This is an optimization exercise on Yosys and OpenROAD, whose aim is small area and a short achievable clock period, not a production implementation.
Only simulation tests tie the RTL to the original design; equivalence was not proved.
Power and IR drop assume default switching activity.

==> flow/design.v, too long to show whole: its modules and the start of the top module <==
// module fft_test_core: 2536 lines
// module fft_fa: 10 lines
// module fft_ha: 9 lines
module fft_test_core #(
  localparam int IW = 12,
  localparam int OW = 19,
  localparam int AW = 43
) (
  input  logic                 aclk,
  input  logic                 aresetn,
  input  logic [IW-1:0]        input_data_ch1,
  output logic signed [OW-1:0] fft_real,
  output logic signed [OW-1:0] fft_imag,
  output logic [AW-1:0]        amp,
  output logic                 fft_out_valid
);
  // ...
==> flow/flow/run.sh <==
#!/bin/bash
# The standard ORFS layout, with repair_timing aiming for a larger setup slack
# (the clock and constraints stay the design's) and a clock tree without dummy loads.
# Make's full output goes to make.log.
set -euo pipefail
export CTS_ARGS="-sink_clustering_enable -repair_clock_nets -dont_use_dummy_load -sink_clustering_size 25 -sink_clustering_max_diameter 70"
bash standard.sh SETUP_SLACK_MARGIN=${MARGIN:-11.5} finish > make.log 2>&1
==> flow/standard.sh <==
#!/bin/bash
# synth_recipe.tcl (not shown) runs the flow's synth.tcl, then flattens the netlist and writes it again
# the make line also repeats each setting of config.mk as NAME=value (left out here)
make -C /OpenROAD-flow-scripts/flow DESIGN_CONFIG=/design/flow/config.mk WORK_HOME=/design/flow/orfs CLKGATE_MAP_FILE= SYNTH_SCRIPT=/design/flow/synth_recipe.tcl "${@:-finish}"
==> flow/config.mk <==
export PLATFORM = sky130hd
export DESIGN_NAME = fft_test_core
export DESIGN_NICKNAME = fft_test_core
export VERILOG_FILES = /design/flow/design.v
export SDC_FILE = /design/flow/constraint.sdc
export NUM_CORES = 8
export LEC_CHECK = 0
export ABC_AREA = 1
export CAP_MARGIN = 20
export CORE_MARGIN = 2
export CORE_UTILIZATION = 55
export SLEW_MARGIN = 20
export SYNTH_HIERARCHICAL = 1
export SYNTH_MINIMUM_KEEP_SIZE = 0
==> flow/constraint.sdc <==
create_clock -name core_clock -period 16.0 [get_ports {aclk}]
set_input_delay 3.2000 -clock core_clock [delete_from_list [all_inputs] [get_ports {aclk}]]
set_output_delay 3.2000 -clock core_clock [all_outputs]
set_load 0.01 [all_outputs]
==> results.ini, run 1 <==
[cells_and_area]
multi_input_area_share=0.383
diodes=7
layout_commonest_cell=dfxtp_1
fin_nets=10200
multi_input_cells=5697
stdcell_area_sq_mm=0.106
seq_area_frac=0.505
register_area_sq_mm=0.0533

[floorplan]
ios=96
die-area_sq_mm=0.180

[outcome]
status=complete, no violations

[synthesis]
synth.top_cells.by_count=dfxtp_1 (2516), nand2_1 (1526), o21ai_0 (766)
synth_cells=9472
synth-main-ff-cell=dfxtp_1

[global_routing]
grt-ovfl-total=0
grt_pass1_vias=65300
grt_max_degree=65

[worst_setup_path]
r2r_end=r0[983]$_DFF_P_
arrival_ps=1360
crit_cells=1
max_stage_delay_ps=400
crit_slowest_cell=dfrtp_1
end_kind=primary output

[route]
drc=0
dr.pass1.iters=7
met2WireLength_um=137000
wirelength_um=313000

[timing]
max_slew_margin=0.147
rsz0062_at_grt=yes
finalCriticalPeriod_ps=4560

[placed_design]
placed_cell_area_sq_mm=0.100
port_buffers=88

[hold_path]
whs_path_depth=0

==> run 2: changes to the inputs <==
--- a/flow/config.mk
+++ b/flow/config.mk
@@ -9,6 +9,7 @@
 export CAP_MARGIN = 20
 export CORE_MARGIN = 2
 export CORE_UTILIZATION = 55
+export PLACE_DENSITY = 0.7
 export SLEW_MARGIN = 20
 export SYNTH_HIERARCHICAL = 1
 export SYNTH_MINIMUM_KEEP_SIZE = 0
==> results.ini, run 2 <==
[synthesis]
synth_area_leader_cell=dfxtp_1  ; unchanged
seq_area_frac_synth=0.548  ; unchanged
synth-async-reset-ratio=0.0426  ; unchanged
synth_edf_count=0  ; unchanged
ys_top_cells_by_area=dfxtp_1 (52%), fa_1 (9.9%), nand2_1 (5.9%)  ; unchanged
netlist.area_leader.share=0.519  ; unchanged
synth.top_cells.by_count=dfxtp_1 (2516), nand2_1 (1526), o21ai_0 (766)  ; unchanged
synth_cells=9472  ; unchanged
ys_ff_latch=2628  ; unchanged
synth_cell_types=64  ; unchanged
synth_area_per_cell_sq_um=10.3  ; unchanged
ys_warn_count=7  ; unchanged
yosysMostFrequentCell=dfxtp_1  ; unchanged
syn_area_sq_mm=0.0971  ; unchanged
synth-main-ff-cell=dfxtp_1  ; unchanged

[worst_setup_path]
end_kind=primary output  ; unchanged
critPathLaunch=fft_imag[9]$_DFF_PN0_  ; was fft_imag[17]$_DFF_PN0_
crit_buf_inv=1  ; unchanged
reg2reg_depth=12  ; was 16
cp_max_fo=1  ; was 2
r2r_setup_slack_ps=11540  ; was 11530 ps
r2r_end=tim_b[24]$_DFF_P_  ; was r0[983]$_DFF_P_
r2r_start=oc1[11]$_DFF_P_  ; was wb3_0$_DFF_PN0_
path_cells=buf_6  ; was buf_2
path_class=reg -> out  ; unchanged
startpoint_type=flip-flop  ; unchanged
arrival_ps=1370  ; was 1360 ps
cp.required_ps=12800  ; about the same
crit_family=flip-flops  ; unchanged
crit_slowest_cell=dfrtp_1  ; unchanged
setup.worst_path.end=fft_imag[9]  ; was fft_imag[18]
max_stage_delay_ps=400  ; about the same
crit_cells=1  ; unchanged

[timing]
finalCriticalPeriod_ps=4570  ; was 4560 ps
worstMarginPinSlew_ps=1190  ; was 1260 ps
drv_slew=0  ; unchanged
post-route-period-util=0.286  ; was 0.285
fin_setup_tns_ps=0  ; unchanged
setup_viol=0  ; unchanged
finalHoldViolCount=0  ; unchanged
max_slew_margin=0.181  ; was 0.147
rsz0062_at_grt=yes  ; unchanged
fin_ws_ps=11430  ; was 11440 ps
max_freq_mhz=219  ; about the same
skew_ps=117  ; was 111 ps

[route]
antenna_left=0  ; unchanged
viasPerCell=5.74  ; was 5.77
vias=68100  ; was 68200
drc=0  ; unchanged
drt_iter0_drc=7073  ; was 7889
wl_per_cell_um=26.9  ; was 26.5 um
wirelength_um=319000  ; was 313000 um
dr.pass1.iters=6  ; was 7

[cts]
clk-insertion-delay-late_ps=870  ; was 860 ps
clkSinkCount=2628  ; unchanged
clk_pin_slew_worst_paths_ps=90  ; was 80 ps
cts_buffers=145  ; was 146
cts_hold_buf=0  ; unchanged
cts-root-buf=clkbuf_16  ; unchanged
cts_buffer_depth=3  ; unchanged
cts_tree=yes  ; unchanged
cts.htree.levels=4  ; unchanged

[global_routing]
grt_pass1_vias=66900  ; was 65300
grt_pass1_wl_um=455000  ; was 447000 um
grt_max_degree=68  ; was 65
grt_antenna_before_repair=17  ; was 26
grt_use_total=0.349  ; was 0.342
grt-ovfl-total=0  ; unchanged

[floorplan]
initial_core_util=0.553  ; unchanged
core_area_sq_mm=0.176  ; unchanged
rows=154  ; unchanged
ios=96  ; unchanged
die_w_um=424  ; unchanged
die_h_um=424  ; unchanged
die-area_sq_mm=0.180  ; unchanged

[power]
vdd_drop_max_mv=0.119  ; was 0.125 mV
p_per_area_mw_per_mm2=97.2  ; was 97.7 mW/mm^2
finalPower_w=0.0103  ; about the same
p_leak_nw=45.6  ; was 45.5 nW

[flow_run]
cap_violations=0  ; unchanged

[cells_and_area]
drive_gt1_frac=0.0835  ; was 0.0772
fin_nets=10300  ; was 10200
layout_common_cells=dfxtp_1 (2473), nand2_1 (1502), o21ai_0 (752)  ; was dfxtp_1 (2475), nand2_1 (1503), o21ai_0 (743)
area_growth_pct=9.20  ; was 8.75%
post-route-util=0.603  ; was 0.601
top_regs=r0 (1088), r1 (1088)  ; unchanged
layout_commonest_cell=dfxtp_1  ; unchanged

[placed_design]
place.gp.congestion=1.01  ; about the same
port_buffers=88  ; unchanged
hpwl_um=238000  ; was 235000 um
place_ws_ps=10370  ; was 10380 ps

[outcome]
status=complete, no violations  ; unchanged

[hold_path]
min_path_type=reg -> reg  ; unchanged

## run 2: cell count changes in the layout (fill, tap and decap cells not counted), sizes merged
cell / before / now
buf: 256 / 288
bufbuf: 2 / 1
inv: 721 / 722
diode: 7 / 9
clkinvlp: 1 / 2
bufinv: 1 / 0
clkbuf: 149 / 153
or2: 62 / 65
## run 2: worst min path at each step
stage          depth (start not counted)              from  slack (ps)               end
4_1_cts                                0   r0[492]$_DFF_P_         270   r0[458]$_DFF_P_
2_1_floorplan                          0  r0[1034]$_DFF_P_         310  r0[1000]$_DFF_P_
6_report                               0   r0[492]$_DFF_P_         270   r0[458]$_DFF_P_
3_5_place_dp                           0   r0[862]$_DFF_P_         310   r0[828]$_DFF_P_
3_3_place_gp                           0   r0[807]$_DFF_P_         310   r0[773]$_DFF_P_
5_1_grt                                0   r0[492]$_DFF_P_         280   r0[458]$_DFF_P_
## run 2: per-layer routing
metal / global-route usage / vias up / wire [um] / share of wire
li1: - / 31100 / - / -
met1: 0.461 / 33300 / 131000 / 0.41
met2: 0.547 / 3012 / 143000 / 0.45
met3: 0.0601 / 700 / 24500 / 0.077
met4: 0.190 / 14 / 20400 / 0.064
met5: 0 / - / 87 / 0.00027
## run 2: where the power goes
group	switching (W)	internal, W	leakage, nW
registers	0.0000299	0.00662	22.2
logic	0.0000355	0.0000185	21.6
clock network	0.00199	0.00161	1.79
## run 2: cell families (layout without fill, tap and decap cells)
kind of cell               after synthesis  after routing  synth area share
AOI/OAI and AO/OA                     1934           1934             0.117
xor gates and xnor gates               595            595            0.0537
adders and majority gates              750            750             0.134
buffers and inverters                 1153           1189            0.0457
DFF                                   2628           2628             0.548
muxes                                   18             18           0.00186
other                                    1             16         0.0000386
and+or+nand+nor                       2393           2396             0.101
## run 2: what timing repair did
| item | CTS | global route |
|---|---|---|
| setup endpoints to repair | 243 | 250 |
| hold endpoints to repair | 0 | 0 |
| setup buffers | 37 | 62 |
| cloned | 2 | 12 |
| pin swaps | 8 | 44 |
| resized for setup | 549 | 196 |
## run 2: per-module statistics from Yosys, one instance, submodules excluded
module	times used	cell area, sq um
fft_fa	470	20.0
fft_test_core	1	86900
fft_ha	60	12.5
## run 2: through the flow
stage / hold slack, ps / cells / area [sq um]
6_report: 269 / 11900 / 106000
5_1_grt: 276 / 11900 / 106000
4_1_cts: 267 / 11800 / 105000
3_5_place_dp: 312 / 11600 / 100000
3_3_place_gp: 310 / 11600 / 100000
2_1_floorplan: 310 / 9478 / 97100
## run 2: area by class of cell
class | count | area, sq um
Fill cell | 14700 | 69700
Sequential cell | 2628 | 53300
Multi-Input combinational cell | 5700 | 40600
Clock buffer | 145 | 3630
Tap cell | 2340 | 2930
Inverter | 732 | 2810
Timing Repair Buffer | 309 | 2780
Antenna cell | 9 | 22.5
Timing Repair inverter | 3 | 21.3
## run 2: worst reg2reg max path, delay by kind of cell (launching register included)
family                     cells  cell delay, ps
adders and majority gates      5            2570
DFF                            1             360
AOI/OAI and AO/OA              1             590
buffers and inverters          4             490
and+or+nand+nor                2             390
==> run 3: changes to the inputs <==
--- a/flow/flow/run.sh
+++ b/flow/flow/run.sh
@@ -4,4 +4,4 @@
 # Make's full output goes to make.log.
 set -euo pipefail
 export CTS_ARGS="-sink_clustering_enable -repair_clock_nets -dont_use_dummy_load -sink_clustering_size 25 -sink_clustering_max_diameter 70"
-bash standard.sh SETUP_SLACK_MARGIN=${MARGIN:-11.5} finish > make.log 2>&1
+bash standard.sh SETUP_SLACK_MARGIN=${MARGIN:-11.4} finish > make.log 2>&1
--- a/flow/config.mk
+++ b/flow/config.mk
@@ -9,7 +9,6 @@
 export CAP_MARGIN = 20
 export CORE_MARGIN = 2
 export CORE_UTILIZATION = 55
-export PLACE_DENSITY = 0.7
 export SLEW_MARGIN = 20
 export SYNTH_HIERARCHICAL = 1
 export SYNTH_MINIMUM_KEEP_SIZE = 0
==> results.ini, run 3 <==
[power]
vdd_drop_max_mv=0.124  ; was 0.119 mV
p_seq_frac=0.644  ; was 0.645
p_switching_w=0.00206  ; about the same
clkPwrFrac=0.350  ; about the same
p_per_area_mw_per_mm2=98.4  ; was 97.2 mW/mm^2
p_sw_frac=0.200  ; about the same
p_int_w=0.00826  ; was 0.00824 W
p_comb_frac=0.006  ; was 0.005
p_leak_nw=45.3  ; was 45.6 nW

[synthesis]
synth.top_cells.by_count=dfxtp_1 (2516), nand2_1 (1526), o21ai_0 (766)  ; unchanged
synth_cells=9472  ; unchanged
synth_edf_count=0  ; unchanged
synth-async-reset-ratio=0.0426  ; unchanged
synth-main-ff-cell=dfxtp_1  ; unchanged
synth_area_per_cell_sq_um=10.3  ; unchanged
syn_area_sq_mm=0.0971  ; unchanged
ys_ff_latch=2628  ; unchanged
netlist.area_leader.share=0.519  ; unchanged
ys_warn_count=7  ; unchanged
seq_area_frac_synth=0.548  ; unchanged
synth_cell_types=64  ; unchanged
ys_top_cells_by_area=dfxtp_1 (52%), fa_1 (9.9%), nand2_1 (5.9%)  ; unchanged
synth_area_leader_cell=dfxtp_1  ; unchanged
yosysMostFrequentCell=dfxtp_1  ; unchanged

[global_routing]
grt_antenna_before_repair=27  ; was 17
grt_pass1_vias=65200  ; was 66900
grt-ovfl-total=0  ; unchanged
grt_pass1_wl_um=446000  ; was 455000 um
grt_max_degree=65  ; was 68
grt_use_total=0.341  ; was 0.349

[cts]
clk-insertion-delay-late_ps=840  ; was 870 ps
cts_tree=yes  ; unchanged
cts-root-buf=clkbuf_16  ; unchanged
cts_hold_buf=0  ; unchanged
clk_pin_slew_worst_paths_ps=80  ; was 90 ps
clkSinkCount=2628  ; unchanged
cts_buffer_depth=3  ; unchanged
cts.htree.levels=4  ; unchanged
cts_buffers=146  ; was 145

[cells_and_area]
drive_gt1_frac=0.0682  ; was 0.0835
area_growth_pct=8.04  ; was 9.20%
fin_nets=10200  ; was 10300
layout_commonest_cell=dfxtp_1  ; unchanged
final_cells=11800  ; was 11900
n_fill_cell=14900  ; was 14700
top_regs=r0 (1088), r1 (1088)  ; unchanged
layout_common_cells=dfxtp_1 (2486), nand2_1 (1505), o21ai_0 (746)  ; was dfxtp_1 (2473), nand2_1 (1502), o21ai_0 (752)
post-route-util=0.597  ; was 0.603

[placed_design]
hpwl_um=235000  ; was 238000 um
place.gp.congestion=1.01  ; about the same
place_inst=11600  ; about the same
port_buffers=88  ; unchanged

[worst_setup_path]
crit_buf_inv=1  ; unchanged
end_kind=primary output  ; unchanged
cp.required_ps=12800  ; about the same
crit_family=flip-flops  ; unchanged
crit_slowest_cell=dfrtp_1  ; unchanged
cp_max_fo=1  ; unchanged
path_class=reg -> out  ; unchanged
path_cells=clkdlybuf4s15_1  ; was buf_6
crit_cells=1  ; unchanged
startpoint_type=flip-flop  ; unchanged
arrival_ps=1350  ; was 1370 ps
reg2reg_depth=13  ; was 12
max_stage_delay_ps=350  ; was 400 ps

[timing]
finalCriticalPeriod_ps=4550  ; was 4570 ps
post-route-period-util=0.284  ; was 0.286
fin_setup_tns_ps=0  ; unchanged
max_freq_mhz=220  ; was 219 MHz
worstMarginPinSlew_ps=1290  ; was 1190 ps
finalHoldViolCount=0  ; unchanged
max_slew_margin=0.124  ; was 0.181
rsz0062_at_grt=yes  ; unchanged
skew_ps=112  ; was 117 ps
drv_slew=0  ; unchanged
setup_viol=0  ; unchanged

[route]
antenna_left=0  ; unchanged
wirelength_um=312000  ; was 319000 um
vias=67900  ; was 68100
viasPerCell=5.75  ; was 5.74
dr.pass1.iters=6  ; unchanged
drt_iter0_drc=7731  ; was 7073
wl_per_cell_um=26.4  ; was 26.9 um
drc=0  ; unchanged

[hold_path]
whs_path_depth=0  ; unchanged
min_path_type=reg -> reg  ; unchanged

[outcome]
status=complete, no violations  ; unchanged

[floorplan]
ios=96  ; unchanged
die_h_um=424  ; unchanged
initial_core_util=0.553  ; unchanged
rows=154  ; unchanged
die_w_um=424  ; unchanged
core_area_sq_mm=0.176  ; unchanged
die-area_sq_mm=0.180  ; unchanged

[flow_run]
cap_violations=0  ; unchanged

[run 3: final timing paths]
kind                                   from                 to  slack, ps
hold reg to reg             r0[790]$_DFF_P_    r0[756]$_DFF_P_        270
setup reg to reg            wb2_1$_DFF_PN0_    r0[974]$_DFF_P_      11460
min in group asynchronous           aresetn     m[1]$_DFF_PN0_       2510
max in group asynchronous           aresetn  amp[35]$_DFF_PN0_      12120
setup / recovery           amp[2]$_DFF_PN0_             amp[2]      11450
hold / removal              r0[790]$_DFF_P_    r0[756]$_DFF_P_        270
[run 3: power by group through the flow]
| stage | sequential, W | combinational, W | clock [W] |
|---|---|---|---|
| after floorplan | 0.00679 | 0.0000295 | 0 |
| after global placement | 0.00680 | 0.0000554 | 0 |
| after detailed placement | 0.00680 | 0.0000564 | 0 |
| after CTS | 0.00665 | 0.0000571 | 0.00366 |
| after global routing | 0.00666 | 0.0000634 | 0.00390 |
| final | 0.00665 | 0.0000572 | 0.00361 |
[run 3: layer usage]
layer | global-route usage | share of wire | up-vias
met4 | 0.155 | 0.052 | 12
li1 | - | - | 31000
met5 | 0 | 0.00025 | -
met2 | 0.522 | 0.44 | 3119
met1 | 0.475 | 0.43 | 33200
met3 | 0.0575 | 0.081 | 579
[run 3: Yosys stat by module (local to each module, per instance)]
module | area, sq um | copies in the design
fft_test_core | 86900 | 1
fft_fa | 20.0 | 470
fft_ha | 12.5 | 60
[run 3: area by class of cell]
type,instances,area [sq um],area share
clock buffer,146,3650,0.0348
timing repair buffer,251,2070,0.0197
timing repair inverter,1,5.00,0.0000477
multi-input combinational,5697,40200,0.383
tap,2340,2930,0.0279
inverter,732,2820,0.0268
antenna,6,15.0,0.000143
sequential,2628,53300,0.508
[run 3: cells by family (layout without fill, tap and decap cells)]
| logic type | Yosys count | in the layout | share of synthesized area |
|---|---|---|---|
| adder cells (fa/ha/maj) | 750 | 750 | 0.134 |
| flip-flops | 2628 | 2628 | 0.548 |
| XOR/XNOR | 595 | 595 | 0.0537 |
| AO/OA/AOI/OAI | 1934 | 1934 | 0.117 |
| multiplexers | 18 | 18 | 0.00186 |
| buffers and inverters | 1153 | 1130 | 0.0457 |
| other | 1 | 13 | 0.0000386 |
| AND/OR/NAND/NOR | 2393 | 2393 | 0.101 |
[run 3: per-stage QoR]
step                worst slack, ps  power (W)  area [sq um]  hold slack, ps
finish                        11450     0.0103        105000             267
global route                  11360     0.0106        105000             261
CTS                           11360     0.0104        104000             268
detailed placement            10380    0.00686        100000             312
global placement              10410    0.00686        100000             309
floorplan                     11510    0.00682         97100             310
[run 3: repair_timing]
item,4_1_cts,5_1_grt
gates resized for setup,427,112
pin swaps,1,9
setup buffers,19,34
setup endpoints to repair,454,230
gates cloned,0,3
==> run 4: changes to the inputs <==
==> flow/flow/run.sh (replaced) <==
#!/bin/bash
# The standard ORFS layout, with repair_timing aiming for a larger setup slack
# (the clock and constraints stay the design's) and a clock tree without dummy loads.
# Make's full output goes to make.log.
set -euo pipefail
export CTS_ARGS="-sink_clustering_enable -repair_clock_nets -dont_use_dummy_load -sink_clustering_size 20 -sink_clustering_max_diameter 60"
bash standard.sh SETUP_SLACK_MARGIN=${MARGIN:-11.5} finish > make.log 2>&1
--- a/flow/config.mk
+++ b/flow/config.mk
@@ -5,7 +5,6 @@
 export SDC_FILE = /design/flow/constraint.sdc
 export NUM_CORES = 8
 export LEC_CHECK = 0
-export ABC_AREA = 1
 export CAP_MARGIN = 20
 export CORE_MARGIN = 2
 export CORE_UTILIZATION = 55
==> results.ini, run 4 <==
[outcome]
status=complete, no violations  ; unchanged

[synthesis]
yosysMostFrequentCell=dfxtp_1  ; unchanged
synth_area_per_cell_sq_um=11.0  ; was 10.3 sq um
synth_area_leader_cell=dfxtp_1  ; unchanged
netlist.area_leader.share=0.509  ; was 0.519
synth_cell_types=89  ; was 64
seq_area_frac_synth=0.538  ; was 0.548
synth.top_cells.by_count=dfxtp_1 (2516), o21ai_0 (644), nor2_1 (552)  ; was dfxtp_1 (2516), nand2_1 (1526), o21ai_0 (766)
synth_edf_count=0  ; unchanged
ys_top_cells_by_area=dfxtp_1 (51%), fa_1 (9.7%), a22oi_1 (4.0%)  ; was dfxtp_1 (52%), fa_1 (9.9%), nand2_1 (5.9%)
ys_ff_latch=2628  ; unchanged
synth-async-reset-ratio=0.0426  ; unchanged
syn_area_sq_mm=0.0989  ; was 0.0971 sq mm
ys_warn_count=7  ; unchanged
synth_cells=8977  ; was 9472
synth-main-ff-cell=dfxtp_1  ; unchanged

[power]
p_per_area_mw_per_mm2=96.8  ; was 98.4 mW/mm^2
p_sw_frac=0.198  ; was 0.200
p_comb_frac=0.006  ; about the same
p_int_w=0.00850  ; was 0.00826 W
vdd_drop_max_mv=0.111  ; was 0.124 mV
clkPwrFrac=0.367  ; was 0.350
finalPower_w=0.0106  ; was 0.0103 W
p_seq_frac=0.627  ; was 0.644
p_leak_nw=47.7  ; was 45.3 nW
p_switching_w=0.00210  ; was 0.00206 W

[route]
wl_per_cell_um=26.9  ; was 26.4 um
viasPerCell=5.92  ; was 5.75
antenna_left=0  ; unchanged
wirelength_um=305000  ; was 312000 um
drc=0  ; unchanged
drt_iter0_drc=6722  ; was 7731
vias=67200  ; was 67900
dr.pass1.iters=6  ; unchanged

[floorplan]
die-area_sq_mm=0.183  ; was 0.180 sq mm
die_h_um=428  ; was 424 um
die_w_um=428  ; was 424 um
core_area_sq_mm=0.179  ; was 0.176 sq mm
initial_core_util=0.554  ; was 0.553
rows=155  ; was 154
ios=96  ; unchanged

[worst_setup_path]
startpoint_type=flip-flop  ; unchanged
arrival_ps=1390  ; was 1350 ps
end_kind=primary output  ; unchanged
cp.required_ps=12800  ; about the same
max_stage_delay_ps=470  ; was 350 ps
path_cells=buf_6  ; was clkdlybuf4s15_1
crit_slowest_cell=dfrtp_2  ; was dfrtp_1
cp_max_fo=1  ; unchanged
crit_buf_inv=1  ; unchanged
r2r_setup_slack_ps=11520  ; was 11460 ps
path_class=reg -> out  ; unchanged
crit_family=flip-flops  ; unchanged

[cts]
cts_buffers=169  ; was 146
cts.htree.levels=4  ; unchanged
cts_tree=yes  ; unchanged
clk_pin_slew_worst_paths_ps=70  ; was 80 ps
cts-root-buf=clkbuf_16  ; unchanged
cts_buffer_depth=3  ; unchanged
clk-insertion-delay-late_ps=860  ; was 840 ps
clkSinkCount=2628  ; unchanged

[global_routing]
grt_pass1_vias=64400  ; was 65200
grt_pass1_wl_um=438000  ; was 446000 um
grt_use_total=0.323  ; was 0.341
grt_max_degree=77  ; was 65
grt-ovfl-total=0  ; unchanged
grt_antenna_before_repair=25  ; was 27

[cells_and_area]
top_regs=r0 (1088), r1 (1088)  ; unchanged
register_area_sq_mm=0.0533  ; about the same
layout_common_cells=dfxtp_1 (2489), o21ai_0 (554), nor2_1 (531)  ; was dfxtp_1 (2486), nand2_1 (1505), o21ai_0 (746)
multi_input_area_sq_mm=0.0440  ; was 0.0402 sq mm
n_fill_cell=14500  ; was 14900
area_growth_pct=10.7  ; was 8.04%
stdcell_area_sq_mm=0.109  ; was 0.105 sq mm
drive_gt1_frac=0.116  ; was 0.0682
fin_nets=9736  ; was 10200
layout_commonest_cell=dfxtp_1  ; unchanged

[timing]
finalCriticalPeriod_ps=4590  ; was 4550 ps
finalHoldViolCount=0  ; unchanged
drv_slew=0  ; unchanged
max_slew_margin=0.191  ; was 0.124
fin_setup_tns_ps=0  ; unchanged
rsz0062_at_grt=yes  ; unchanged
worstMarginPinSlew_ps=1210  ; was 1290 ps
max_freq_mhz=218  ; was 220 MHz
setup_viol=0  ; unchanged
skew_ps=125  ; was 112 ps
fin_ws_ps=11410  ; was 11450 ps
post-route-period-util=0.287  ; was 0.284

[placed_design]
place.gp.congestion=0.947  ; was 1.01
port_buffers=88  ; unchanged
placed_cell_area_sq_mm=0.102  ; was 0.100 sq mm
place_ws_ps=10330  ; was 10380 ps
hpwl_um=214000  ; was 235000 um

[hold_path]
min_path_type=reg -> reg  ; unchanged

[flow_run]
cap_violations=0  ; unchanged

==> run 4: cell count changes in the layout (fill, tap and decap cells not counted), sizes merged, moves of 98 or more <==
| cell | change |
|---|---|
| xor2 | +349 |
| a22oi | +524 |
| xnor2 | -349 |
| mux2 | +135 |
| nor2 | +98 |
| nor2b | +98 |
| inv | -528 |
| buf | +175 |
| a21oi | +197 |
| nand2 | -1047 |
| o22ai | -442 |
==> run 4: cells by family after synthesis <==
family | count (synthesis) | share of synthesized area
simple gates | 1695 | 0.0795
flops | 2628 | 0.538
fa+ha+maj | 751 | 0.131
compound gates | 2260 | 0.142
other cells | 1 | 0.0000379
buf+inv | 817 | 0.0314
mux | 230 | 0.0250
xor+xnor | 595 | 0.0528
==> run 4: cell type report <==
type / instances / share of cell area
antenna: 18 / 0.000411
clock buffer: 169 / 0.0386
inverter: 196 / 0.00679
multi-input combinational: 5543 / 0.402
sequential: 2628 / 0.487
tap: 2355 / 0.0269
timing repair buffer: 434 / 0.0388
==> run 4: timing repair <==
action,in CTS,in global routing
endpoints found under the setup margin,377,221
pin swaps,41,76
hold buffers,0,0
cloned,13,16
buffers inserted,73,64
gates resized for setup,583,246
==> run 4: worst paths after layout <==
kind	start	endpoint	cells after the start
worst max register to register	wb2_0$_DFF_PN0_	r0[1036]$_DFF_P_	18
worst min register to register	r1[364]$_DFF_P_	r1[330]$_DFF_P_	0
max in group asynchronous	aresetn	fft_imag[16]$_DFF_PN0_	2
min in group asynchronous	aresetn	amp[16]$_DFF_PN0_	1
worst min-delay path	r1[364]$_DFF_P_	r1[330]$_DFF_P_	0
worst max-delay path	fft_imag[16]$_DFF_PN0_	fft_imag[16]	1
==> run 4: per-module statistics from Yosys, one instance, submodules excluded <==
| module | cells inside | flip-flops and latches | times used |
|---|---|---|---|
| fft_test_core | 8447 | 2628 | 1 |
| fft_ha | 1 | 0 | 60 |
| fft_fa | 1 | 0 | 470 |
==> run 4: power by group through the flow <==
stage | combinational [W] | clock (W) | sequential [W]
finish | 0.0000585 | 0.00389 | 0.00665
CTS | 0.0000589 | 0.00396 | 0.00665
detailed placement | 0.0000581 | 0 | 0.00680
global route | 0.0000649 | 0.00419 | 0.00666
floorplan | 0.0000330 | 0 | 0.00679
global placement | 0.0000576 | 0 | 0.00680
==> run 4: routing by layer <==
layer	track usage	wire, um	vias up
met5	0	43	-
li1	-	-	30600
met2	0.503	136000	2716
met3	0.0439	20700	623
met4	0.162	17500	6
met1	0.445	130000	33200
==> run 4: stage by stage <==
step           hold slack [ps]  instances  utilization
2_1_floorplan              310       8983            -
3_3_place_gp               309      11000        0.571
3_5_place_dp               312      11000        0.571
4_1_cts                    270      11200        0.604
5_1_grt                    262      11300        0.613
6_report                   266      11300        0.613

## static timing again, ports no longer ideal
No port has a modelled driver above. Below, the same layouts with a new extraction and two added sets of constraints. Step 1 sets driving cells, clkbuf_16 on the clock port and buf_2 on the other inputs (assumed; they add their load-dependent delay and slew). Step 2 moves the port delays by t, midway between the first and last clock arrival at a register: inputs arrive t later, outputs are due t later. That takes back most of the time a late clock gives input paths. a / b / c = ideal ports / drivers / drivers and shift; a / b = the first two.
| run | shift t [ns] | setup WS [ns] | latest minus earliest clock arrival (ns) | worst register clock-pin slew, ns |
|---|---|---|---|---|
| run 1 | 0.883 | 11.440 / 11.359 / 11.311 | 0.114 / 0.115 | 0.10 / 0.10 |
| run 2 | 0.894 | 11.431 / 11.343 / 11.450 | 0.144 / 0.144 | 0.10 / 0.10 |
| run 3 | 0.880 | 11.452 / 11.358 / 11.309 | 0.114 / 0.114 | 0.10 / 0.10 |
| run 4 | 0.883 | 11.408 / 11.314 / 11.519 | 0.134 / 0.133 | 0.08 / 0.08 |
After both steps every run listed still meets setup and hold. For run 3, which loses most, drivers alone change the setup slack by -0.094 ns; drivers and shift together by -0.143 ns. Setup slack includes reset recovery checks.
